From an optimization exercise on the open Yosys and OpenROAD flow, aimed at small area, a short achievable clock period and few clock cycles; shortcuts taken in it are not production practice. No run shown here included a check of the RTL's function; only the layout flow was run.

==> flow/design.v, too long to show whole: its modules and the start of the top module <==
// module mac_lane: 60 lines
// module mac_pp_tree: 489 lines
// module mac_acc_tree: 331 lines
// module mac_array: 94 lines
module mac_array (
  input  logic        clk,
  input  logic        arst_n_in,
  input  logic        in_valid,
  output logic        in_ready,
  input  logic [63:0] a_in,
  input  logic [63:0] b_in,
  input  logic        in_last,
  input  logic        round_in,
  input  logic        sat_in,
  output logic        out_valid,
  input  logic        out_ready,
  output logic [63:0] out,
  output logic [3:0]  out_ovf
);
  // ...
==> flow/run.sh <==
#!/bin/bash
# synth_recipe.tcl (not shown) runs the flow's synth.tcl, then flattens the netlist and writes it again
# the make line also repeats each setting of config.mk as NAME=value (left out here)
make -C /OpenROAD-flow-scripts/flow DESIGN_CONFIG=/design/flow/config.mk WORK_HOME=/design/flow/orfs CLKGATE_MAP_FILE= SYNTH_SCRIPT=/design/flow/synth_recipe.tcl finish
==> flow/config.mk <==
export PLATFORM = sky130hd
export DESIGN_NAME = mac_array
export DESIGN_NICKNAME = mac_array
export VERILOG_FILES = /design/flow/design.v
export SDC_FILE = /design/flow/constraint.sdc
export NUM_CORES = 4
export LEC_CHECK = 0
export ABC_AREA = 1
export CAP_MARGIN = 20
export CORE_MARGIN = 2
export CORE_UTILIZATION = 40
export SETUP_SLACK_MARGIN = 3.0
export SLEW_MARGIN = 20
==> flow/constraint.sdc <==
create_clock -name core_clock -period 7.0 [get_ports {clk}]
set_input_delay 1.4000 -clock core_clock [delete_from_list [all_inputs] [get_ports {clk}]]
set_output_delay 1.4000 -clock core_clock [all_outputs]
set_load 0.01 [all_outputs]
==> impl_metrics.tcl, run 1 <==
set metrics [dict create \
    vias 49830 \
    seq_area_frac_synth_pct 32.69 \
    route.detailed.drc 0 \
    yosysTopAreaCell "dfxtp_1" \
    nNonClkBuffers 222 \
    synth_compound_area_share_pct 9.174 \
    crit_fanout 64 \
    grtUsageMet3_pct 3.376 \
    final_common_cell "nand2_1" \
    final_util_pct 44.98 \
    multiInputGateArea_um2 36250 \
    gp_congestion 0.9588 \
    worst-path-buf-inv 3 \
    wire_per_inst_um 18.59 \
    grt_pass1_vias 49050 \
    yosysMostFrequentCell "nand2_1" \
    largest_register_ffs 340 \
    status "timing/DRC/antenna clean" \
    worstSetupEndpointType "flop" \
    synth.cell_area_um2 62570 \
    htreeDepth 3 \
    synth_flop_cell "dfxtp_1" \
]
==> module mac_lane, before the edit <==
module mac_lane #(
  parameter int unsigned NV = 85
) (
  input  logic        clk_i,
  input  logic        rst_ni,
  input  logic        take_i,     
  input  logic [15:0] a_i,
  input  logic [15:0] b_i,
  input  logic        v1_i,       
  input  logic        l1_i,       
  input  logic        rnd_i,      
  input  logic        sat_i,
  output logic [15:0] res_o,      
  output logic        ovf_o
);
  logic [15:0]   a_q;
  logic [7:0]    one_d, two_d, neg_d, one_q, two_q, neg_q;
  logic [NV-1:0] pv, pv_q;
  logic [47:0]   acc_q, acc_g, rs, rc;
  logic          first_q;
  always_comb begin
    for (int i = 0; i < 8; i++) begin
      {neg_d[i], two_d[i], one_d[i]} =
        mac_pkg::booth_enc(b_i[2*i+1], b_i[2*i], (i == 0) ? 1'b0 : b_i[2*i-1]);
    end
  end
  always_ff @(posedge clk_i) begin
    a_q   <= take_i ? a_i : 16'h0;
    one_q <= one_d;
    two_q <= two_d;
    neg_q <= neg_d;
  end
  mac_pp_tree u_pp (.a(a_q), .one(one_q), .two(two_q), .neg(neg_q), .v(pv));
  always_ff @(posedge clk_i) begin
    pv_q <= pv;
  end
  always_ff @(posedge clk_i or negedge rst_ni) begin
    if (!rst_ni) begin
      first_q <= 1'b1;
    end else if (v1_i) begin
      first_q <= l1_i;
    end
  end
  assign acc_g = first_q ? 48'h0 : acc_q;
  mac_acc_tree u_acc (.v(pv_q), .acc(acc_g), .s(rs), .c(rc));
  always_ff @(posedge clk_i) begin
    acc_q <= rs + rc;
  end
  logic        c16, c31, all1, all0;
  logic [15:0] lo;
  always_comb begin
    c16   = rnd_i & acc_q[15];
    c31   = c16 & (&acc_q[30:16]);
    all1  = &acc_q[47:31];
    all0  = ~|acc_q[47:31];
    lo    = acc_q[31:16] + {15'h0, c16};
    ovf_o = c31 ? ~(&acc_q[47:32]) : ~(all1 | all0);
    res_o = (sat_i & ovf_o) ? (acc_q[47] ? 16'h8000 : 16'h7fff) : lo;
  end
endmodule
==> module mac_array, before the edit <==
module mac_array (
  input  logic        clk,
  input  logic        arst_n_in,
  input  logic        in_valid,
  output logic        in_ready,
  input  logic [63:0] a_in,
  input  logic [63:0] b_in,
  input  logic        in_last,
  input  logic        round_in,
  input  logic        sat_in,
  output logic        out_valid,
  input  logic        out_ready,
  output logic [63:0] out,
  output logic [3:0]  out_ovf
);
  localparam int unsigned RW = 68;   
  logic          rdy_q, take, pop, o_free;
  logic          v0_q, l0_q, v1_q, l1_q, done_q;
  logic          r0_q, s0_q, r1_q, s1_q, r2_q, s2_q;
  logic [1:0]    cnt_q, cnt_d;
  logic [RW-1:0] res, o_q;
  logic          ov_q;
  logic [RW-1:0] sk_q [2];
  logic [1:0]    sc_q;
  logic          rp_q, wp_q;
  assign take     = in_valid & rdy_q;
  assign in_ready = rdy_q;
  assign pop      = ov_q & out_ready;
  assign o_free   = ~ov_q | out_ready;
  assign cnt_d = cnt_q + {1'b0, take & in_last} - {1'b0, pop};
  always_ff @(posedge clk or negedge arst_n_in) begin
    if (!arst_n_in) begin
      rdy_q   <= 1'b1;
      cnt_q   <= 2'd0;
      v0_q    <= 1'b0;
      l0_q    <= 1'b0;
      v1_q    <= 1'b0;
      l1_q    <= 1'b0;
      done_q  <= 1'b0;
    end else begin
      rdy_q   <= (cnt_d != 2'd3);
      cnt_q   <= cnt_d;
      v0_q    <= take;
      l0_q    <= take & in_last;
      v1_q    <= v0_q;
      l1_q    <= l0_q;
      done_q  <= l1_q;
    end
  end
  always_ff @(posedge clk) begin
    r0_q <= round_in;
    s0_q <= sat_in;
    r1_q <= r0_q;
    s1_q <= s0_q;
    r2_q <= r1_q;
    s2_q <= s1_q;
  end
  for (genvar gi = 0; gi < 4; gi++) begin : g_lane
    mac_lane u_lane (
      .clk_i  (clk),
      .take_i (take),
      .a_i    (a_in[gi*16 +: 16]),
      .b_i    (b_in[gi*16 +: 16]),
      .rst_ni (arst_n_in),
      .v1_i   (v1_q),
      .l1_i   (l1_q),
      .rnd_i  (r2_q),
      .sat_i  (s2_q),
      .res_o  (res[gi*16 +: 16]),
      .ovf_o  (res[64 + gi])
    );
  end
  always_ff @(posedge clk) begin
    if (done_q) sk_q[wp_q] <= res;
    if (o_free) o_q <= (sc_q != 2'd0) ? sk_q[rp_q] : res;
  end
  always_ff @(posedge clk or negedge arst_n_in) begin
    if (!arst_n_in) begin
      ov_q <= 1'b0;
      sc_q <= 2'd0;
      rp_q <= 1'b0;
      wp_q <= 1'b0;
    end else begin
      if (o_free) ov_q <= (sc_q != 2'd0) | done_q;
      if (o_free && sc_q != 2'd0) rp_q <= ~rp_q;
      if (done_q && !(o_free && sc_q == 2'd0)) wp_q <= ~wp_q;
      sc_q <= sc_q + {1'b0, done_q && !(o_free && sc_q == 2'd0)}
                   - {1'b0, o_free && sc_q != 2'd0};
    end
  end
  assign out_valid = ov_q;
  assign out       = o_q[63:0];
  assign out_ovf   = o_q[67:64];
endmodule
==> inputs of run 2 (changes only) <==
--- a/flow/design.v
+++ b/flow/design.v
@@ -26,3 +26,4 @@
   logic [NV-1:0] pv, pv_q;
-  logic [47:0]   acc_q, acc_g, rs, rc;
+  logic [47:0]   acc_q, rs, rc;
+  logic [47:15]  fin_q;
   logic          first_q;
@@ -44,2 +45,4 @@
   end
+  logic        clr;
+  logic [47:0] acc_n;
   always_ff @(posedge clk_i or negedge rst_ni) begin
@@ -51,6 +54,8 @@
   end
-  assign acc_g = first_q ? 48'h0 : acc_q;
-  mac_acc_tree u_acc (.v(pv_q), .acc(acc_g), .s(rs), .c(rc));
+  assign clr = v1_i ? l1_i : first_q;
+  mac_acc_tree u_acc (.v(pv_q), .acc(acc_q), .s(rs), .c(rc));
+  mac_add48 u_add (.a(rs), .b(rc), .y(acc_n));
   always_ff @(posedge clk_i) begin
-    acc_q <= rs + rc;
+    acc_q <= clr ? 48'h0 : acc_n;
+    fin_q <= acc_n[47:15];
   end
@@ -59,9 +64,9 @@
   always_comb begin
-    c16   = rnd_i & acc_q[15];
-    c31   = c16 & (&acc_q[30:16]);
-    all1  = &acc_q[47:31];
-    all0  = ~|acc_q[47:31];
-    lo    = acc_q[31:16] + {15'h0, c16};
-    ovf_o = c31 ? ~(&acc_q[47:32]) : ~(all1 | all0);
-    res_o = (sat_i & ovf_o) ? (acc_q[47] ? 16'h8000 : 16'h7fff) : lo;
+    c16   = rnd_i & fin_q[15];
+    c31   = c16 & (&fin_q[30:16]);
+    all1  = &fin_q[47:31];
+    all0  = ~|fin_q[47:31];
+    lo    = fin_q[31:16] + {15'h0, c16};
+    ovf_o = c31 ? ~(&fin_q[47:32]) : ~(all1 | all0);
+    res_o = (sat_i & ovf_o) ? (fin_q[47] ? 16'h8000 : 16'h7fff) : lo;
   end
@@ -888,2 +893,468 @@
 endmodule
+module mac_add48 (
+  input  logic [47:0] a,
+  input  logic [47:0] b,
+  output logic [47:0] y
+);
+  logic [47:0] g, p, cy;
+  assign g = a & b;
+  assign p = a ^ b;
+  logic gg1, pp1;
+  logic gg2, pp2;
+  logic gg3, pp3;
+  logic gg4, pp4;
+  logic gg5, pp5;
+  logic gg6, pp6;
+  logic gg7, pp7;
+  logic gg8, pp8;
+  logic gg9, pp9;
+  logic gg10, pp10;
+  logic gg11, pp11;
+  logic gg12, pp12;
+  logic gg13, pp13;
+  logic gg14, pp14;
+  logic gg15, pp15;
+  logic gg16, pp16;
+  logic gg17, pp17;
+  logic gg18, pp18;
+  logic gg19, pp19;
+  logic gg20, pp20;
+  logic gg21, pp21;
+  logic gg22, pp22;
+  logic gg23, pp23;
+  logic gg24, pp24;
+  logic gg25, pp25;
+  logic gg26, pp26;
+  logic gg27, pp27;
+  logic gg28, pp28;
+  logic gg29, pp29;
+  logic gg30, pp30;
+  logic gg31, pp31;
+  logic gg32, pp32;
+  logic gg33, pp33;
+  logic gg34, pp34;
+  logic gg35, pp35;
+  logic gg36, pp36;
+  logic gg37, pp37;
+  logic gg38, pp38;
+  logic gg39, pp39;
+  logic gg40, pp40;
+  logic gg41, pp41;
+  logic gg42, pp42;
+  logic gg43, pp43;
+  logic gg44, pp44;
+  logic gg45, pp45;
+  logic gg46, pp46;
+  logic gg47, pp47;
+  logic gg48, pp48;
+  logic gg49, pp49;
+  logic gg50, pp50;
+  logic gg51, pp51;
+  logic gg52, pp52;
+  logic gg53, pp53;
+  logic gg54, pp54;
+  logic gg55, pp55;
+  logic gg56, pp56;
+  logic gg57, pp57;
+  logic gg58, pp58;
+  logic gg59, pp59;
+  logic gg60, pp60;
+  logic gg61, pp61;
+  logic gg62, pp62;
+  logic gg63, pp63;
+  logic gg64, pp64;
+  logic gg65, pp65;
+  logic gg66, pp66;
+  logic gg67, pp67;
+  logic gg68, pp68;
+  logic gg69, pp69;
+  logic gg70, pp70;
+  logic gg71, pp71;
+  logic gg72, pp72;
+  logic gg73, pp73;
+  logic gg74, pp74;
+  logic gg75, pp75;
+  logic gg76, pp76;
+  logic gg77, pp77;
+  logic gg78, pp78;
+  logic gg79, pp79;
+  logic gg80, pp80;
+  logic gg81, pp81;
+  logic gg82, pp82;
+  logic gg83, pp83;
+  logic gg84, pp84;
+  logic gg85, pp85;
+  logic gg86, pp86;
+  logic gg87, pp87;
+  logic gg88, pp88;
+  logic gg89, pp89;
+  logic gg90, pp90;
+  logic gg91, pp91;
+  logic gg92, pp92;
+  logic gg93, pp93;
+  logic gg94, pp94;
+  logic gg95, pp95;
+  logic gg96, pp96;
+  logic gg97, pp97;
+  logic gg98, pp98;
+  logic gg99, pp99;
+  logic gg100, pp100;
+  logic gg101, pp101;
+  logic gg102, pp102;
+  logic gg103, pp103;
+  logic gg104, pp104;
+  logic gg105, pp105;
+  logic gg106, pp106;
+  logic gg107, pp107;
+  logic gg108, pp108;
+  logic gg109, pp109;
+  logic gg110, pp110;
+  logic gg111, pp111;
+  logic gg112, pp112;
+  logic gg113, pp113;
+  logic gg114, pp114;
+  logic gg115, pp115;
+  logic gg116, pp116;
+  logic gg117, pp117;
+  logic gg118, pp118;
+  logic gg119, pp119;
+  logic gg120, pp120;
+  logic gg121, pp121;
+  logic gg122, pp122;
+  logic gg123, pp123;
+  logic gg124, pp124;
+  logic gg125, pp125;
+  logic gg126, pp126;
+  logic gg127, pp127;
+  logic gg128, pp128;
+  logic gg129, pp129;
+  logic gg130, pp130;
+  logic gg131, pp131;
+  logic gg132, pp132;
+  logic gg133, pp133;
+  logic gg134, pp134;
+  logic gg135, pp135;
+  logic gg136, pp136;
+  assign gg1 = g[1] | (p[1] & g[0]);
+  assign pp1 = 1'b0;
+  assign gg2 = g[3] | (p[3] & g[2]);
+  assign pp2 = p[3] & p[2];
+  assign gg3 = g[5] | (p[5] & g[4]);
+  assign pp3 = p[5] & p[4];
+  assign gg4 = g[7] | (p[7] & g[6]);
+  assign pp4 = p[7] & p[6];
+  assign gg5 = g[9] | (p[9] & g[8]);
+  assign pp5 = p[9] & p[8];
+  assign gg6 = g[11] | (p[11] & g[10]);
+  assign pp6 = p[11] & p[10];
+  assign gg7 = g[13] | (p[13] & g[12]);
+  assign pp7 = p[13] & p[12];
+  assign gg8 = g[15] | (p[15] & g[14]);
+  assign pp8 = p[15] & p[14];
+  assign gg9 = g[17] | (p[17] & g[16]);
+  assign pp9 = p[17] & p[16];
+  assign gg10 = g[19] | (p[19] & g[18]);
+  assign pp10 = p[19] & p[18];
+  assign gg11 = g[21] | (p[21] & g[20]);
+  assign pp11 = p[21] & p[20];
+  assign gg12 = g[23] | (p[23] & g[22]);
+  assign pp12 = p[23] & p[22];
+  assign gg13 = g[25] | (p[25] & g[24]);
+  assign pp13 = p[25] & p[24];
+  assign gg14 = g[27] | (p[27] & g[26]);
+  assign pp14 = p[27] & p[26];
+  assign gg15 = g[29] | (p[29] & g[28]);
+  assign pp15 = p[29] & p[28];
+  assign gg16 = g[31] | (p[31] & g[30]);
+  assign pp16 = p[31] & p[30];
+  assign gg17 = g[33] | (p[33] & g[32]);
+  assign pp17 = p[33] & p[32];
+  assign gg18 = g[35] | (p[35] & g[34]);
+  assign pp18 = p[35] & p[34];
+  assign gg19 = g[37] | (p[37] & g[36]);
+  assign pp19 = p[37] & p[36];
+  assign gg20 = g[39] | (p[39] & g[38]);
+  assign pp20 = p[39] & p[38];
+  assign gg21 = g[41] | (p[41] & g[40]);
+  assign pp21 = p[41] & p[40];
+  assign gg22 = g[43] | (p[43] & g[42]);
+  assign pp22 = p[43] & p[42];
+  assign gg23 = g[45] | (p[45] & g[44]);
+  assign pp23 = p[45] & p[44];
+  assign gg24 = g[47] | (p[47] & g[46]);
+  assign pp24 = p[47] & p[46];
+  assign gg25 = gg2 | (pp2 & gg1);
+  assign pp25 = 1'b0;
+  assign gg26 = gg3 | (pp3 & gg2);
+  assign pp26 = pp3 & pp2;
+  assign gg27 = gg4 | (pp4 & gg3);
+  assign pp27 = pp4 & pp3;
+  assign gg28 = gg5 | (pp5 & gg4);
+  assign pp28 = pp5 & pp4;
+  assign gg29 = gg6 | (pp6 & gg5);
+  assign pp29 = pp6 & pp5;
+  assign gg30 = gg7 | (pp7 & gg6);
+  assign pp30 = pp7 & pp6;
+  assign gg31 = gg8 | (pp8 & gg7);
+  assign pp31 = pp8 & pp7;
+  assign gg32 = gg9 | (pp9 & gg8);
+  assign pp32 = pp9 & pp8;
+  assign gg33 = gg10 | (pp10 & gg9);
+  assign pp33 = pp10 & pp9;
+  assign gg34 = gg11 | (pp11 & gg10);
+  assign pp34 = pp11 & pp10;
+  assign gg35 = gg12 | (pp12 & gg11);
+  assign pp35 = pp12 & pp11;
+  assign gg36 = gg13 | (pp13 & gg12);
+  assign pp36 = pp13 & pp12;
+  assign gg37 = gg14 | (pp14 & gg13);
+  assign pp37 = pp14 & pp13;
+  assign gg38 = gg15 | (pp15 & gg14);
+  assign pp38 = pp15 & pp14;
+  assign gg39 = gg16 | (pp16 & gg15);
+  assign pp39 = pp16 & pp15;
+  assign gg40 = gg17 | (pp17 & gg16);
+  assign pp40 = pp17 & pp16;
+  assign gg41 = gg18 | (pp18 & gg17);
+  assign pp41 = pp18 & pp17;
+  assign gg42 = gg19 | (pp19 & gg18);
+  assign pp42 = pp19 & pp18;
+  assign gg43 = gg20 | (pp20 & gg19);
+  assign pp43 = pp20 & pp19;
+  assign gg44 = gg21 | (pp21 & gg20);
+  assign pp44 = pp21 & pp20;
+  assign gg45 = gg22 | (pp22 & gg21);
+  assign pp45 = pp22 & pp21;
+  assign gg46 = gg23 | (pp23 & gg22);
+  assign pp46 = pp23 & pp22;
+  assign gg47 = gg24 | (pp24 & gg23);
+  assign pp47 = pp24 & pp23;
+  assign gg48 = gg26 | (pp26 & gg1);
+  assign pp48 = 1'b0;
+  assign gg49 = gg27 | (pp27 & gg25);
+  assign pp49 = 1'b0;
+  assign gg50 = gg28 | (pp28 & gg26);
+  assign pp50 = pp28 & pp26;
+  assign gg51 = gg29 | (pp29 & gg27);
+  assign pp51 = pp29 & pp27;
+  assign gg52 = gg30 | (pp30 & gg28);
+  assign pp52 = pp30 & pp28;
+  assign gg53 = gg31 | (pp31 & gg29);
+  assign pp53 = pp31 & pp29;
+  assign gg54 = gg32 | (pp32 & gg30);
+  assign pp54 = pp32 & pp30;
+  assign gg55 = gg33 | (pp33 & gg31);
+  assign pp55 = pp33 & pp31;
+  assign gg56 = gg34 | (pp34 & gg32);
+  assign pp56 = pp34 & pp32;
+  assign gg57 = gg35 | (pp35 & gg33);
+  assign pp57 = pp35 & pp33;
+  assign gg58 = gg36 | (pp36 & gg34);
+  assign pp58 = pp36 & pp34;
+  assign gg59 = gg37 | (pp37 & gg35);
+  assign pp59 = pp37 & pp35;
+  assign gg60 = gg38 | (pp38 & gg36);
+  assign pp60 = pp38 & pp36;
+  assign gg61 = gg39 | (pp39 & gg37);
+  assign pp61 = pp39 & pp37;
+  assign gg62 = gg40 | (pp40 & gg38);
+  assign pp62 = pp40 & pp38;
+  assign gg63 = gg41 | (pp41 & gg39);
+  assign pp63 = pp41 & pp39;
+  assign gg64 = gg42 | (pp42 & gg40);
+  assign pp64 = pp42 & pp40;
+  assign gg65 = gg43 | (pp43 & gg41);
+  assign pp65 = pp43 & pp41;
+  assign gg66 = gg44 | (pp44 & gg42);
+  assign pp66 = pp44 & pp42;
+  assign gg67 = gg45 | (pp45 & gg43);
+  assign pp67 = pp45 & pp43;
+  assign gg68 = gg46 | (pp46 & gg44);
+  assign pp68 = pp46 & pp44;
+  assign gg69 = gg47 | (pp47 & gg45);
+  assign pp69 = pp47 & pp45;
+  assign gg70 = gg50 | (pp50 & gg1);
+  assign pp70 = 1'b0;
+  assign gg71 = gg51 | (pp51 & gg25);
+  assign pp71 = 1'b0;
+  assign gg72 = gg52 | (pp52 & gg48);
+  assign pp72 = 1'b0;
+  assign gg73 = gg53 | (pp53 & gg49);
+  assign pp73 = 1'b0;
+  assign gg74 = gg54 | (pp54 & gg50);
+  assign pp74 = pp54 & pp50;
+  assign gg75 = gg55 | (pp55 & gg51);
+  assign pp75 = pp55 & pp51;
+  assign gg76 = gg56 | (pp56 & gg52);
+  assign pp76 = pp56 & pp52;
+  assign gg77 = gg57 | (pp57 & gg53);
+  assign pp77 = pp57 & pp53;
+  assign gg78 = gg58 | (pp58 & gg54);
+  assign pp78 = pp58 & pp54;
+  assign gg79 = gg59 | (pp59 & gg55);
+  assign pp79 = pp59 & pp55;
+  assign gg80 = gg60 | (pp60 & gg56);
+  assign pp80 = pp60 & pp56;
+  assign gg81 = gg61 | (pp61 & gg57);
+  assign pp81 = pp61 & pp57;
+  assign gg82 = gg62 | (pp62 & gg58);
+  assign pp82 = pp62 & pp58;
+  assign gg83 = gg63 | (pp63 & gg59);
+  assign pp83 = pp63 & pp59;
+  assign gg84 = gg64 | (pp64 & gg60);
+  assign pp84 = pp64 & pp60;
+  assign gg85 = gg65 | (pp65 & gg61);
+  assign pp85 = pp65 & pp61;
+  assign gg86 = gg66 | (pp66 & gg62);
+  assign pp86 = pp66 & pp62;
+  assign gg87 = gg67 | (pp67 & gg63);
+  assign pp87 = pp67 & pp63;
+  assign gg88 = gg68 | (pp68 & gg64);
+  assign pp88 = pp68 & pp64;
+  assign gg89 = gg69 | (pp69 & gg65);
+  assign pp89 = pp69 & pp65;
+  assign gg90 = gg74 | (pp74 & gg1);
+  assign pp90 = 1'b0;
+  assign gg91 = gg75 | (pp75 & gg25);
+  assign pp91 = 1'b0;
+  assign gg92 = gg76 | (pp76 & gg48);
+  assign pp92 = 1'b0;
+  assign gg93 = gg77 | (pp77 & gg49);
+  assign pp93 = 1'b0;
+  assign gg94 = gg78 | (pp78 & gg70);
+  assign pp94 = 1'b0;
+  assign gg95 = gg79 | (pp79 & gg71);
+  assign pp95 = 1'b0;
+  assign gg96 = gg80 | (pp80 & gg72);
+  assign pp96 = 1'b0;
+  assign gg97 = gg81 | (pp81 & gg73);
+  assign pp97 = 1'b0;
+  assign gg98 = gg82 | (pp82 & gg74);
+  assign pp98 = pp82 & pp74;
+  assign gg99 = gg83 | (pp83 & gg75);
+  assign pp99 = pp83 & pp75;
+  assign gg100 = gg84 | (pp84 & gg76);
+  assign pp100 = pp84 & pp76;
+  assign gg101 = gg85 | (pp85 & gg77);
+  assign pp101 = pp85 & pp77;
+  assign gg102 = gg86 | (pp86 & gg78);
+  assign pp102 = pp86 & pp78;
+  assign gg103 = gg87 | (pp87 & gg79);
+  assign pp103 = pp87 & pp79;
+  assign gg104 = gg88 | (pp88 & gg80);
+  assign pp104 = pp88 & pp80;
+  assign gg105 = gg89 | (pp89 & gg81);
+  assign pp105 = pp89 & pp81;
+  assign gg106 = gg98 | (pp98 & gg1);
+  assign pp106 = 1'b0;
+  assign gg107 = gg99 | (pp99 & gg25);
+  assign pp107 = 1'b0;
+  assign gg108 = gg100 | (pp100 & gg48);
+  assign pp108 = 1'b0;
+  assign gg109 = gg101 | (pp101 & gg49);
+  assign pp109 = 1'b0;
+  assign gg110 = gg102 | (pp102 & gg70);
+  assign pp110 = 1'b0;
+  assign gg111 = gg103 | (pp103 & gg71);
+  assign pp111 = 1'b0;
+  assign gg112 = gg104 | (pp104 & gg72);
+  assign pp112 = 1'b0;
+  assign gg113 = gg105 | (pp105 & gg73);
+  assign pp113 = 1'b0;
+  assign gg114 = g[2] | (p[2] & gg1);
+  assign pp114 = 1'b0;
+  assign gg115 = g[4] | (p[4] & gg25);
+  assign pp115 = 1'b0;
+  assign gg116 = g[6] | (p[6] & gg48);
+  assign pp116 = 1'b0;
+  assign gg117 = g[8] | (p[8] & gg49);
+  assign pp117 = 1'b0;
+  assign gg118 = g[10] | (p[10] & gg70);
+  assign pp118 = 1'b0;
+  assign gg119 = g[12] | (p[12] & gg71);
+  assign pp119 = 1'b0;
+  assign gg120 = g[14] | (p[14] & gg72);
+  assign pp120 = 1'b0;
+  assign gg121 = g[16] | (p[16] & gg73);
+  assign pp121 = 1'b0;
+  assign gg122 = g[18] | (p[18] & gg90);
+  assign pp122 = 1'b0;
+  assign gg123 = g[20] | (p[20] & gg91);
+  assign pp123 = 1'b0;
+  assign gg124 = g[22] | (p[22] & gg92);
+  assign pp124 = 1'b0;
+  assign gg125 = g[24] | (p[24] & gg93);
+  assign pp125 = 1'b0;
+  assign gg126 = g[26] | (p[26] & gg94);
+  assign pp126 = 1'b0;
+  assign gg127 = g[28] | (p[28] & gg95);
+  assign pp127 = 1'b0;
+  assign gg128 = g[30] | (p[30] & gg96);
+  assign pp128 = 1'b0;
+  assign gg129 = g[32] | (p[32] & gg97);
+  assign pp129 = 1'b0;
+  assign gg130 = g[34] | (p[34] & gg106);
+  assign pp130 = 1'b0;
+  assign gg131 = g[36] | (p[36] & gg107);
+  assign pp131 = 1'b0;
+  assign gg132 = g[38] | (p[38] & gg108);
+  assign pp132 = 1'b0;
+  assign gg133 = g[40] | (p[40] & gg109);
+  assign pp133 = 1'b0;
+  assign gg134 = g[42] | (p[42] & gg110);
+  assign pp134 = 1'b0;
+  assign gg135 = g[44] | (p[44] & gg111);
+  assign pp135 = 1'b0;
+  assign gg136 = g[46] | (p[46] & gg112);
+  assign pp136 = 1'b0;
+  assign cy[0] = 1'b0;
+  assign cy[1] = g[0];
+  assign cy[2] = gg1;
+  assign cy[3] = gg114;
+  assign cy[4] = gg25;
+  assign cy[5] = gg115;
+  assign cy[6] = gg48;
+  assign cy[7] = gg116;
+  assign cy[8] = gg49;
+  assign cy[9] = gg117;
+  assign cy[10] = gg70;
+  assign cy[11] = gg118;
+  assign cy[12] = gg71;
+  assign cy[13] = gg119;
+  assign cy[14] = gg72;
+  assign cy[15] = gg120;
+  assign cy[16] = gg73;
+  assign cy[17] = gg121;
+  assign cy[18] = gg90;
+  assign cy[19] = gg122;
+  assign cy[20] = gg91;
+  assign cy[21] = gg123;
+  assign cy[22] = gg92;
+  assign cy[23] = gg124;
+  assign cy[24] = gg93;
+  assign cy[25] = gg125;
+  assign cy[26] = gg94;
+  assign cy[27] = gg126;
+  assign cy[28] = gg95;
+  assign cy[29] = gg127;
+  assign cy[30] = gg96;
+  assign cy[31] = gg128;
+  assign cy[32] = gg97;
+  assign cy[33] = gg129;
+  assign cy[34] = gg106;
+  assign cy[35] = gg130;
+  assign cy[36] = gg107;
+  assign cy[37] = gg131;
+  assign cy[38] = gg108;
+  assign cy[39] = gg132;
+  assign cy[40] = gg109;
+  assign cy[41] = gg133;
+  assign cy[42] = gg110;
+  assign cy[43] = gg134;
+  assign cy[44] = gg111;
+  assign cy[45] = gg135;
+  assign cy[46] = gg112;
+  assign cy[47] = gg136;
+  assign y = p ^ cy;
+endmodule
 module mac_array (
@@ -904,3 +1375,3 @@
   localparam int unsigned RW = 68;   
-  logic          rdy_q, take, pop, o_free;
+  logic          busy_q, take, pop, o_free;
   logic          v0_q, l0_q, v1_q, l1_q, done_q;
@@ -913,4 +1384,4 @@
   logic          rp_q, wp_q;
-  assign take     = in_valid & rdy_q;
-  assign in_ready = rdy_q;
+  assign take     = in_valid & ~busy_q;
+  assign in_ready = ~busy_q;
   assign pop      = ov_q & out_ready;
@@ -920,3 +1391,3 @@
     if (!arst_n_in) begin
-      rdy_q   <= 1'b1;
+      busy_q  <= 1'b0;
       cnt_q   <= 2'd0;
@@ -928,3 +1399,3 @@
     end else begin
-      rdy_q   <= (cnt_d != 2'd3);
+      busy_q  <= (cnt_d == 2'd3);
       cnt_q   <= cnt_d;
--- a/flow/config.mk
+++ b/flow/config.mk
@@ -11,3 +11,3 @@
 export CORE_UTILIZATION = 40
-export SETUP_SLACK_MARGIN = 3.0
+export SETUP_SLACK_MARGIN = 4.2
 export SLEW_MARGIN = 20
==> run 2 against run 1 <==
Global-route usage is 1.8 points lower. Critical path depth is 2 higher. Final cell count is 7.1% lower. First-iteration DRC count is 25% lower. Utilization is 7.9 points higher. Non-clock buffer count is 571 higher. Wire length is 6.8% lower. Flip-flop and latch count is 135 higher. Fmax is 9.9% higher. Clock skew is 17 ps lower.
==> impl_metrics.tcl, run 2 <==
set metrics [dict create \
    grt_pass1_wl_mm 258.9 \
    worstSetupEndpointType "flop" \
    coreArea_um2 151400 \
    top_register "g_lane.u_lane.pv_q" \
    worstSetupStartpointType "flop" \
    place_ws_ps 3202 \
    final_common_cell "dfxtp_1" \
    largest_registers "g_lane.u_lane.pv_q (340), g_lane.u_lane.acc_q (192), sk_q (136)" \
    setup_tns_ps 0 \
    vias 45900 \
    syn2layout_area_growth_pct 31.67 \
    muxShareOfSynthArea_pct 0.6421 \
    avgSynthCellArea_um2 9.669 \
    holdWs_ps 335.1 \
    max_stage_delay_ps 560 \
    synth_compound_area_share_pct 9.394 \
    clk_path_buf_depth 3 \
    worst-path-buf-inv 3 \
    synth.area.top_cells "dfxtp_1 (27%), fa_1 (18%), edfxtp_1 (10%), xor2_1 (8.5%), ha_1 (5.8%)" \
    grt_overflow 0 \
    synth.cell_area_um2 60800 \
    fin_ws_ps 3566 \
    io_pins 205 \
    htreeDepth 3 \
    rows 143 \
    initialDrtViolationCount 3295 \
    gp_congestion 0.9030 \
    track_usage_pct 20.93 \
    hold_viol_final 0 \
    max_freq_ghz 0.2912 \
    final_area_um2 80060 \
    critical_path_class "flop to flop" \
    finalClockSkew_ps 29.14 \
    ys_warn_count 2 \
    root_buffer "clkbuf_16" \
    die-width_um 393.9 \
    placed_area_um2 67000 \
    synth_top_family_by_area "adder cells" \
    ys_ff_latch 1051 \
    route.antenna.remaining_nets 0 \
    setup_viol 0 \
    finalNetCount 7963 \
    max_slew_margin_pct 33.06 \
    yosysMostFrequentCell "inv_1" \
    start_util_pct 40.17 \
    rsz0062_at_grt "true" \
    required_ps 7650 \
    async_flop_share_pct 1.618 \
    dr.pass1.iters 6 \
    critPathTopFamily "adder cells" \
    crit_chain "fa_1 > fa_1 > ha_4 > nand2_4 > nor2_4 > inv_1 > o21bai_1 > buf_4 > buf_6 > nand2_4 > nand3_4 > a21oi_4 > fa_2 > or2_4 > a21oi_2" \
    cp.arrival_ps 4080 \
    wirelength_mm 170.3 \
    synthXorXnorAreaFrac_pct 9.118 \
    path_clk_slew_ps 60 \
    drv_cap 0 \
    io_buffers 204 \
    min_path_type "flop to flop" \
    period_share_pct 49.06 \
    seq_area_frac_synth_pct 38.11 \
    clock_latency_ps 740 \
    yosys.area_share.simple_pct 11.49 \
    vias_per_cell 5.030 \
    dieArea_um2 155100 \
    synth.distinct_cells 53 \
    final_util_pct 52.89 \
    cts_tree "built" \
    cts_made_buffers 116 \
    route.detailed.drc 0 \
    syn_inst 6288 \
    largest_register_ffs 340 \
    hpwl_mm 115.0 \
    chipHeight_um 393.9 \
    finalMaxSlewViolations 0 \
    yosys.area.top_type_share_pct 27.33 \
    antenna_found_initial 7 \
    synth_enable_flop_cells 204 \
    worst_pin_slew_ps 1004 \
    status "timing/DRC/antenna clean" \
    grt_max_degree 76 \
    wire_per_inst_um 18.66 \
    drive_gt1_share_pct 33.47 \
    grt_pass1_vias 46570 \
    cts.sinks 1051 \
    syn_nets 7259 \
    slowest_stage "fa_1" \
    synth_fa_ha_area_share_pct 24.02 \
    synth_common_cells "inv_1 (882), dfxtp_1 (830), nand2_1 (763), xor2_1 (589), nor2_1 (555)" \
    yosysTopAreaCell "dfxtp_1" \
    crit_fanout 3 \
    synth_flop_cell "dfxtp_1" \
    fin_crit_ps 3434 \
    final_cell_mix "dfxtp_1 (712), inv_1 (626), nand2_1 (586), xor2_1 (580), buf_4 (494)" \
]
==> run 2: worst paths after layout <==
kind	slack [ps]	cells after the start	startpoint	endpoint
max in group asynchronous	5170	1	arst_n_in	busy_q
min in group asynchronous	1190	1	arst_n_in	v1_q
max	3570	15	g_lane[2].u_lane.pv_q[31]	g_lane[2].u_lane.acc_q[39]
min	340	0	r0_q	r1_q
min reg2reg	340	0	r0_q	r1_q
max reg2reg	3570	15	g_lane[2].u_lane.pv_q[31]	g_lane[2].u_lane.acc_q[39]
==> run 2: through the flow <==
| step | instances |
|---|---|
| 6_report | 9126 |
| 5_1_grt | 9125 |
| 4_1_cts | 8840 |
| 3_5_place_dp | 8317 |
| 3_3_place_gp | 8317 |
| 2_1_floorplan | 6288 |
==> run 2: layer usage <==
| metal | up-vias | part of all wire [%] | GRT usage, % |
|---|---|---|---|
| met3 | 380 | 5.5 | 3.005 |
| met5 | - | 0.015 | 0 |
| met4 | 4 | 3.8 | 7.950 |
| met1 | 22410 | 44 | 28.28 |
| li1 | 21610 | - | - |
| met2 | 1500 | 47 | 33.99 |
==> run 2: cell families after synthesis <==
| group | Yosys count |
|---|---|
| and+or+nand+nor | 1636 |
| buffers and inverters | 1137 |
| DFF | 1051 |
| AOI/OAI and AO/OA | 960 |
| adders and majority gates | 836 |
| xor gates and xnor gates | 633 |
| muxes | 35 |
==> run 2: final cells by class <==
type / count / area, um2
Inverter: 913 / 3948
Fill cell: 13250 / 71310
Sequential cell: 1051 / 23370
Clock buffer: 160 / 3354
Antenna cell: 1 / 2.502
Timing Repair inverter: 15 / 80.08
Timing Repair Buffer: 793 / 6699
Tap cell: 2030 / 2540
Multi-Input combinational cell: 4102 / 39310
Clock inverter: 61 / 750.7
==> run 2: what timing repair did <==
action                                  CTS  global route
gates resized for setup                 920           572
setup buffers                           300           270
hold buffers                              0             0
pin swaps                               275           284
endpoints found under the setup margin  449           407
gates cloned                              2            15
==> inputs of run 3 (changes only) <==
--- a/flow/config.mk
+++ b/flow/config.mk
@@ -11,2 +11,4 @@
 export CORE_UTILIZATION = 40
+export CTS_CLUSTER_DIAMETER = 150
+export CTS_CLUSTER_SIZE = 30
 export SETUP_SLACK_MARGIN = 4.2
==> run 3 against run 2 <==
Register-to-register slack better by 20 ps. First-iteration DRC count up 5.2%. Non-clock buffer count down 3. Count of clock-buffer cells in the layout down 101. Sequential share of layout area up 1.1 points. Wire length down 1.3%. Highest routed layer unchanged. Synthesized cell count unchanged.
==> impl_metrics.tcl, run 3 <==
set metrics [dict create \
    cp_common_cell "nor2_4" \
    muxShareOfSynthArea_pct 0.6421 \
    dpl.cell_count 8317 \
    wirelength_mm 168.0 \
    cts_tree "built" \
    yosysMostFrequentCell "inv_1" \
    synth_top_family_by_area "adder cells" \
    syn2layout_area_growth_pct 27.04 \
    drive_gt1_share_pct 32.08 \
    die-width_um 393.9 \
    initialDrtViolationCount 3465 \
    chipHeight_um 393.9 \
    io_pins 205 \
    status "timing/DRC/antenna clean" \
    worstSetupStartpointType "flop" \
    cts_made_buffers 42 \
    vias_per_cell 5.069 \
    fin_cells 8970 \
    ys_ff_latch 1051 \
    hold_viol_final 0 \
    start_util_pct 40.17 \
    largest_registers "g_lane.u_lane.pv_q (340), g_lane.u_lane.acc_q (192), sk_q (136)" \
    dieArea_um2 155100 \
    synth_flop_cell "dfxtp_1" \
    wire_per_inst_um 18.73 \
    crit_fanout 3 \
    dr.pass1.iters 6 \
    finalNetCount 7887 \
    gp_congestion 0.9030 \
    synth_enable_flop_cells 204 \
    grt_overflow 0 \
    worstSetupEndpointType "flop" \
    synth.cell_area_um2 60800 \
    ys_warn_count 2 \
    htreeDepth 2 \
    coreArea_um2 151400 \
    path_clk_slew_ps 120 \
    max_freq_ghz 0.2926 \
    yosys.area_share.simple_pct 11.49 \
    setup_viol 0 \
    yosysTopAreaCell "dfxtp_1" \
    rsz0062_at_grt "true" \
    yosys.area.top_type_share_pct 27.33 \
    final_cell_mix "dfxtp_1 (683), inv_1 (632), nand2_1 (592), xor2_1 (576), buf_4 (489)" \
    largest_register_ffs 340 \
    route.antenna.remaining_nets 0 \
    drv_cap 0 \
    hpwl_mm 115.0 \
    synth.area.top_cells "dfxtp_1 (27%), fa_1 (18%), edfxtp_1 (10%), xor2_1 (8.5%), ha_1 (5.8%)" \
    slowest_stage "fa_1" \
    root_buffer "clkbuf_16" \
    syn_nets 7259 \
    required_ps 7610 \
    io_buffers 204 \
    worst_pin_slew_ps 1009 \
    critical_path_class "flop to flop" \
    route.detailed.drc 0 \
    grt_max_degree 76 \
    synth_compound_area_share_pct 9.394 \
    synthXorXnorAreaFrac_pct 9.118 \
    clock_latency_ps 670 \
    holdWs_ps 339.2 \
    ctsHoldBuffers 0 \
    fin_crit_ps 3418 \
    grt_pass1_vias 45720 \
    cts.sinks 1051 \
    synth_common_cells "inv_1 (882), dfxtp_1 (830), nand2_1 (763), xor2_1 (589), nor2_1 (555)" \
    synth.distinct_cells 53 \
    placed_area_um2 67000 \
    cp.arrival_ps 4030 \
    max_slew_margin_pct 32.75 \
    synth_fa_ha_area_share_pct 24.02 \
    min_path_type "flop to flop" \
    finalMaxSlewViolations 0 \
    vias 45470 \
    antenna_found_initial 5 \
    seq_area_frac_synth_pct 38.11 \
    finalClockSkew_ps 21.57 \
    grt_pass1_wl_mm 254.6 \
    async_flop_share_pct 1.618 \
    syn_inst 6288 \
    setup_tns_ps 0 \
    final_area_um2 77240 \
    avgSynthCellArea_um2 9.669 \
    final_common_cell "dfxtp_1" \
    clk_path_buf_depth 3 \
    crit_chain "fa_1 > fa_1 > ha_4 > nand2_4 > nor2_4 > inv_4 > nor3_4 > nand2_1 > nand2_2 > inv_4 > nor2_4 > nor2_4 > fa_2 > xor2_1 > xor2_1 > inv_1 > nor2_1" \
    max_stage_delay_ps 570 \
    period_share_pct 48.83 \
    track_usage_pct 20.49 \
    top_register "g_lane.u_lane.pv_q" \
    rows 143 \
]
run 3: cell count changes in the layout (fill, tap and decap cells not counted), sizes merged:
cell / delta
clkdlybuf4s15: -4
clkbuf: -102
clkinvlp: -2
inv: -5
dlygate4sd2: +17
clkinv: -32
buf: -15
bufinv: -13
run 3: critical path: cells and delay by family, from the launching register on:
| kind | cells | cell delay [ps] |
|---|---|---|
| xor gates and xnor gates | 2 | 350 |
| adders and majority gates | 4 | 1680 |
| buffers and inverters | 3 | 170 |
| DFF | 1 | 340 |
| and+or+nand+nor | 8 | 830 |
run 3: repair_timing:
| item | 4_1_cts | 5_1_grt |
|---|---|---|
| pin swaps | 256 | 270 |
| gates resized for setup | 840 | 624 |
| hold endpoints to repair | 0 | 0 |
| setup buffers | 311 | 256 |
| setup endpoints to repair | 450 | 410 |
| cloned | 2 | 16 |
run 3: cells by family after synthesis:
family                     Yosys count
and+or+nand+nor                   1636
buffers and inverters             1137
DFF                               1051
AOI/OAI and AO/OA                  960
adders and majority gates          836
xor gates and xnor gates           633
muxes                               35
run 3: cell type report:
type                       count  area, um2
timing repair buffer         790       6674
multi-input combinational   4102      39300
timing repair inverter        16      95.09
sequential                  1051      23420
inverter                     913       3964
clock buffer                  59       1146
tap                         2030       2540
fill                       13490      74120
clock inverter                 8      103.9
antenna                        1      2.502
run 3: final timing paths:
| check | slack [ps] | to | cells past startpoint | from |
|---|---|---|---|---|
| worst max-delay path | 3580 | g_lane[1].u_lane.acc_q[47] | 17 | g_lane[1].u_lane.pv_q[32] |
| worst min-delay path | 340 | r1_q | 0 | r0_q |
| worst max register to register | 3580 | g_lane[1].u_lane.acc_q[47] | 17 | g_lane[1].u_lane.pv_q[32] |
| worst min register to register | 340 | r1_q | 0 | r0_q |
| max in group asynchronous | 5130 | rp_q | 1 | arst_n_in |
| min in group asynchronous | 1240 | sc_q[1] | 1 | arst_n_in |
run 3: layer usage:
metal  global-route usage (%)  wire length, um  up-vias
li1                         -                -    21370
met1                    28.08            74380    22200
met2                    33.76            78900     1545
met3                    2.451             8536      357
met4                    6.609             6185        2
met5                        0               11        -
run 3: through the flow:
stage                     worst slack [ps]  util (%)
after floorplan                       3821         -
after global placement                3102     44.27
after detailed placement              3202     44.27
after CTS                             3598     48.09
after global routing                  3434     51.03
final                                 3582     51.03
==> inputs of run 4 (changes only) <==
--- a/flow/design.v
+++ b/flow/design.v
@@ -26,5 +26,3 @@
   logic [NV-1:0] pv, pv_q;
-  logic [47:0]   acc_q, rs, rc;
-  logic [47:15]  fin_q;
-  logic          first_q;
+  logic [47:0]   rs, rc;
   always_comb begin
@@ -45,28 +43,41 @@
   end
-  logic        clr;
-  logic [47:0] acc_n;
+  logic [47:0] acc_q, acc_g, acc_n, pend, t;
+  logic [5:1]  cc_q, cc_g;
+  logic [5:0]  co;
+  logic        part_q;
   always_ff @(posedge clk_i or negedge rst_ni) begin
     if (!rst_ni) begin
-      first_q <= 1'b1;
+      part_q <= 1'b0;
     end else if (v1_i) begin
-      first_q <= l1_i;
+      part_q <= ~l1_i;
     end
   end
-  assign clr = v1_i ? l1_i : first_q;
-  mac_acc_tree u_acc (.v(pv_q), .acc(acc_q), .s(rs), .c(rc));
-  mac_add48 u_add (.a(rs), .b(rc), .y(acc_n));
+  assign acc_g = part_q ? acc_q : 48'h0;
+  assign cc_g  = part_q ? cc_q : 5'h0;
+  mac_acc_tree u_acc (.v(pv_q), .acc(acc_g), .s(rs), .c(rc));
+  for (genvar gj = 0; gj < 6; gj++) begin : g_blk
+    mac_add8c u_blk (
+      .a (rs[8*gj +: 8]),
+      .b (rc[8*gj +: 8]),
+      .ci((gj == 0) ? 1'b0 : cc_g[gj]),
+      .co(co[gj]),
+      .y (acc_n[8*gj +: 8])
+    );
+  end
   always_ff @(posedge clk_i) begin
-    acc_q <= clr ? 48'h0 : acc_n;
-    fin_q <= acc_n[47:15];
+    acc_q <= acc_n;
+    cc_q  <= co[4:0];
+  end
+  always_comb begin
+    pend = 48'h0;
+    for (int j = 1; j < 6; j++) pend[8*j] = cc_q[j];
+    pend[15] = rnd_i;
   end
-  logic        c16, c31, all1, all0;
-  logic [15:0] lo;
+  mac_add48 u_fin (.a(acc_q), .b(pend), .y(t));
+  logic wrap, sgn;
   always_comb begin
-    c16   = rnd_i & fin_q[15];
-    c31   = c16 & (&fin_q[30:16]);
-    all1  = &fin_q[47:31];
-    all0  = ~|fin_q[47:31];
-    lo    = fin_q[31:16] + {15'h0, c16};
-    ovf_o = c31 ? ~(&fin_q[47:32]) : ~(all1 | all0);
-    res_o = (sat_i & ovf_o) ? (fin_q[47] ? 16'h8000 : 16'h7fff) : lo;
+    wrap  = rnd_i & t[47] & ~|t[46:15];
+    sgn   = t[47] & ~wrap;
+    ovf_o = ~(&t[47:31] | ~|t[47:31]);
+    res_o = (sat_i & ovf_o) ? (sgn ? 16'h8000 : 16'h7fff) : t[31:16];
   end
@@ -893,2 +904,59 @@
 endmodule
+module mac_add8c (
+  input  logic [7:0] a,
+  input  logic [7:0] b,
+  input  logic        ci,
+  output logic        co,
+  output logic [7:0] y
+);
+  logic [7:0] g, p, cy;
+  assign g = {a[7:1] & b[7:1], (a[0] & b[0]) | ((a[0] ^ b[0]) & ci)};
+  assign p = a ^ b;
+  logic gg1, pp1;
+  logic gg2, pp2;
+  logic gg3, pp3;
+  logic gg4, pp4;
+  logic gg5, pp5;
+  logic gg6, pp6;
+  logic gg7, pp7;
+  logic gg8, pp8;
+  logic gg9, pp9;
+  logic gg10, pp10;
+  logic gg11, pp11;
+  logic gg12, pp12;
+  assign gg1 = g[1] | (p[1] & g[0]);
+  assign pp1 = 1'b0;
+  assign gg2 = g[3] | (p[3] & g[2]);
+  assign pp2 = p[3] & p[2];
+  assign gg3 = g[5] | (p[5] & g[4]);
+  assign pp3 = p[5] & p[4];
+  assign gg4 = g[7] | (p[7] & g[6]);
+  assign pp4 = p[7] & p[6];
+  assign gg5 = g[2] | (p[2] & gg1);
+  assign pp5 = 1'b0;
+  assign gg6 = gg2 | (pp2 & gg1);
+  assign pp6 = 1'b0;
+  assign gg7 = g[6] | (p[6] & gg3);
+  assign pp7 = p[6] & pp3;
+  assign gg8 = gg4 | (pp4 & gg3);
+  assign pp8 = pp4 & pp3;
+  assign gg9 = g[4] | (p[4] & gg6);
+  assign pp9 = 1'b0;
+  assign gg10 = gg3 | (pp3 & gg6);
+  assign pp10 = 1'b0;
+  assign gg11 = gg7 | (pp7 & gg6);
+  assign pp11 = 1'b0;
+  assign gg12 = gg8 | (pp8 & gg6);
+  assign pp12 = 1'b0;
+  assign cy[0] = ci;
+  assign cy[1] = g[0];
+  assign cy[2] = gg1;
+  assign cy[3] = gg5;
+  assign cy[4] = gg6;
+  assign cy[5] = gg9;
+  assign cy[6] = gg10;
+  assign cy[7] = gg11;
+  assign y = p ^ cy;
+  assign co = gg12;
+endmodule
 module mac_add48 (
--- a/flow/config.mk
+++ b/flow/config.mk
@@ -11,5 +11,3 @@
 export CORE_UTILIZATION = 40
-export CTS_CLUSTER_DIAMETER = 150
-export CTS_CLUSTER_SIZE = 30
-export SETUP_SLACK_MARGIN = 4.2
+export SETUP_SLACK_MARGIN = 4.3
 export SLEW_MARGIN = 20
==> run 4 against run 3 <==
Still clean on timing, DRC and antenna. Worst hold slack got worse by 12 ps. Global-route usage rose by 0.068 points. Critical path depth up 1. Area after synthesis is 5.9% lower. Final cell count decreased by 4.2%. Utilization increased by 1.6 points. Flip-flop and latch count down 115. Count of clock-buffer cells in the layout is 98 higher. Critical endpoint is now o_q[43].
==> impl_metrics.tcl, run 4 <==
set metrics [dict create \
    ys_warn_count 2 \
    worstSetupEndpointType "flop" \
    path_clk_slew_ps 60 \
    antenna_found_initial 3 \
    multiInputGateArea_um2 35750 \
    m1WireLength_mm 68.86 \
    track_usage_pct 20.56 \
    worstSetupStartpointType "flop" \
    fin_ws_ps 3498 \
    grt_overflow 0 \
    nFillCells 12130 \
    largest_registers "g_lane.u_lane.pv_q (340), g_lane.u_lane.acc_q (192), sk_q (136)" \
    start_util_pct 40.38 \
    min_path_type "flop to flop" \
    setup_viol 0 \
    vias_per_cell 5.085 \
    setup_tns_ps 0 \
    max_stage_delay_ps 460 \
    wire_per_inst_um 18.80 \
    coreArea_um2 141800 \
    final_util_pct 52.67 \
    top_register "g_lane.u_lane.pv_q" \
    status "timing/DRC/antenna clean" \
    crit_fanout 8 \
    slowest_stage "fa_1" \
    crit_chain "buf_12 > ha_4 > nand3_4 > o21ai_4 > inv_2 > o21ai_4 > nand4_1 > a21oi_2 > fa_1 > or2_4 > nor2_2 > nand4_1 > nand3_4 > inv_8 > nand2_8 > nand2_4 > nand2_1 > nand2_1" \
    synth.cell_area_um2 57240 \
    drive_gt1_share_pct 30.00 \
    rsz0062_at_grt "true" \
    cts_made_buffers 106 \
    placed_area_um2 61310 \
    cts_tree "built" \
    grt_pass1_wl_mm 238.9 \
    clk_path_buf_depth 3 \
    root_buffer "clkbuf_16" \
    cts.sinks 936 \
    rows 138 \
    syn2layout_area_growth_pct 30.43 \
    dr.pass1.iters 6 \
    hpwl_mm 99.17 \
    area.sequential_um2 21140 \
    fin_crit_ps 3503 \
    dieArea_um2 146100 \
    final_area_um2 74660 \
    required_ps 7470 \
    die-width_um 382.3 \
    final_cell_mix "nand2_1 (712), inv_1 (710), xor2_1 (603), dfxtp_1 (600), buf_4 (483)" \
    yosys.area.top_type_share_pct 25.11 \
    largest_register_ffs 340 \
    htreeDepth 3 \
    ys_ff_latch 936 \
    drv_cap 0 \
    vias 43680 \
    period_share_pct 50.04 \
    place_ws_ps 3069 \
    chipHeight_um 382.3 \
    gp_congestion 0.8769 \
    finalClockSkew_ps 25.40 \
    async_flop_share_pct 1.496 \
    avgSynthCellArea_um2 9.757 \
    synth_enable_flop_cells 204 \
    top_layer_used "met4" \
    synth_common_cells "inv_1 (943), nand2_1 (899), dfxtp_1 (718), xor2_1 (643), fa_1 (564)" \
    grt_max_degree 71 \
    grt_pass1_vias 43470 \
    syn_inst 5867 \
    synth_flop_cell "dfxtp_1" \
    route.antenna.remaining_nets 0 \
    hold_viol_final 0 \
    final_common_cell "nand2_1" \
    io_pins 205 \
    critical_path_class "flop to flop" \
    yosysMostFrequentCell "inv_1" \
    synth.area.top_cells "dfxtp_1 (25%), fa_1 (20%), edfxtp_1 (11%), xor2_1 (9.8%), ha_1 (6.7%)" \
    dr_wl_met3_mm 11.83 \
    cp.arrival_ps 3970 \
    synth.distinct_cells 49 \
    yosysTopAreaCell "dfxtp_1" \
    io_buffers 204 \
    worst_pin_slew_ps 1018 \
    initialDrtViolationCount 3567 \
    max_freq_ghz 0.2855 \
    clock_latency_ps 720 \
    route.detailed.drc 0 \
    wirelength_mm 161.5 \
    route.met2.wl_mm 75.31 \
    max_slew_margin_pct 32.15 \
    finalMaxSlewViolations 0 \
    syn_nets 6874 \
    seq_area_frac_synth_pct 36.42 \
    finalNetCount 7616 \
]
-- run 4: timing repair --
action / CTS / global route
setup endpoints to repair: 569 / 495
pin swaps: 211 / 328
gates cloned: 35 / 24
buffers inserted: 321 / 263
hold buffers: 0 / 0
gates resized for setup: 921 / 605
-- run 4: logic make-up after synthesis --
logic type | Yosys count | synth area share, %
AOI/OAI and AO/OA | 732 | 7.956
xor gates and xnor gates | 676 | 10.34
adders and majority gates | 872 | 26.46
buffers and inverters | 1205 | 8.063
DFF | 936 | 36.42
muxes | 28 | 0.5508
and+or+nand+nor | 1418 | 10.21
-- run 4: critical path: cells and delay by family (launching register included) --
family / cells / cell delay (ps)
compound gates: 3 / 480
fa+ha+maj: 2 / 730
buf+inv: 3 / 300
flops: 1 / 390
simple gates: 10 / 1350
-- run 4: cell type report --
cell class                      count  area share [%]
Timing Repair Buffer              816           9.939
Inverter                          978           5.592
Tap cell                         1890           3.167
Timing Repair inverter             33          0.2916
Clock inverter                     41          0.6703
Antenna cell                        1        0.003352
Clock buffer                      157           4.138
Multi-Input combinational cell   3738           47.88
Sequential cell                   936           28.32
-- run 4: metal layers --
layer / track usage, % / up-vias
met3: 3.095 / 425
met2: 33.54 / 1816
met1: 28.30 / 21290
li1: - / 20140
met5: 0 / -
met4: 5.913 / 0
-- run 4: through the flow --
step	cells	hold WS (ps)
2_1_floorplan	5867	308.9
3_3_place_gp	7748	315.6
3_5_place_dp	7748	315.0
4_1_cts	8302	328.3
5_1_grt	8589	342.4
6_report	8590	327.0
-- run 4: path summary, 6_finish.rpt --
kind                                start  cells after the start                       to  slack (ps)
worst max-delay path                 r2_q                     18                  o_q[43]        3500
worst min-delay path                 r0_q                      0                     r1_q         330
worst max register to register       r2_q                     18                  o_q[43]        3500
worst min register to register       r0_q                      0                     r1_q         330
max in group asynchronous       arst_n_in                      1  g_lane[2].u_lane.part_q        5440
min in group asynchronous       arst_n_in                      1                     wp_q        1080

separate check: timing with driven ports:
How much do the figures lean on ideal ports? The routed layouts below were timed once more, with nothing changed but the port constraints. Step 1 assumes that a clkbuf_16 drives the clock port and a buf_2 every other input. Step 2 adds t to the input delays and takes it off the output delays; t is the mean of the earliest and latest rising clock arrival at the registers after step 1. Input paths then give back, and output paths get back, about the clock's delay inside the block. Slacks: ideal ports / drivers / drivers and shift; pairs: ideal ports / drivers.
run	t (ns)	slack for setup (ns)	worst setup path at the end	worst register clock-pin slew, ns	cell pins on the clock port's net
run 1	0.802	3.225 / 3.225 / 3.104	input to register	0.07 / 0.07	1
run 2	0.807	3.566 / 3.566 / 3.503	input to register	0.07 / 0.07	1
run 3	0.742	3.582 / 3.582 / 3.582	register to register	0.12 / 0.12	1
run 4	0.780	3.498 / 3.498 / 3.498	register to register	0.07 / 0.07	1
After both steps setup and hold are still met in every run listed. The setup slack of run 1, which loses most, moves by 0.000 ns with the drivers and by -0.121 ns with both steps.
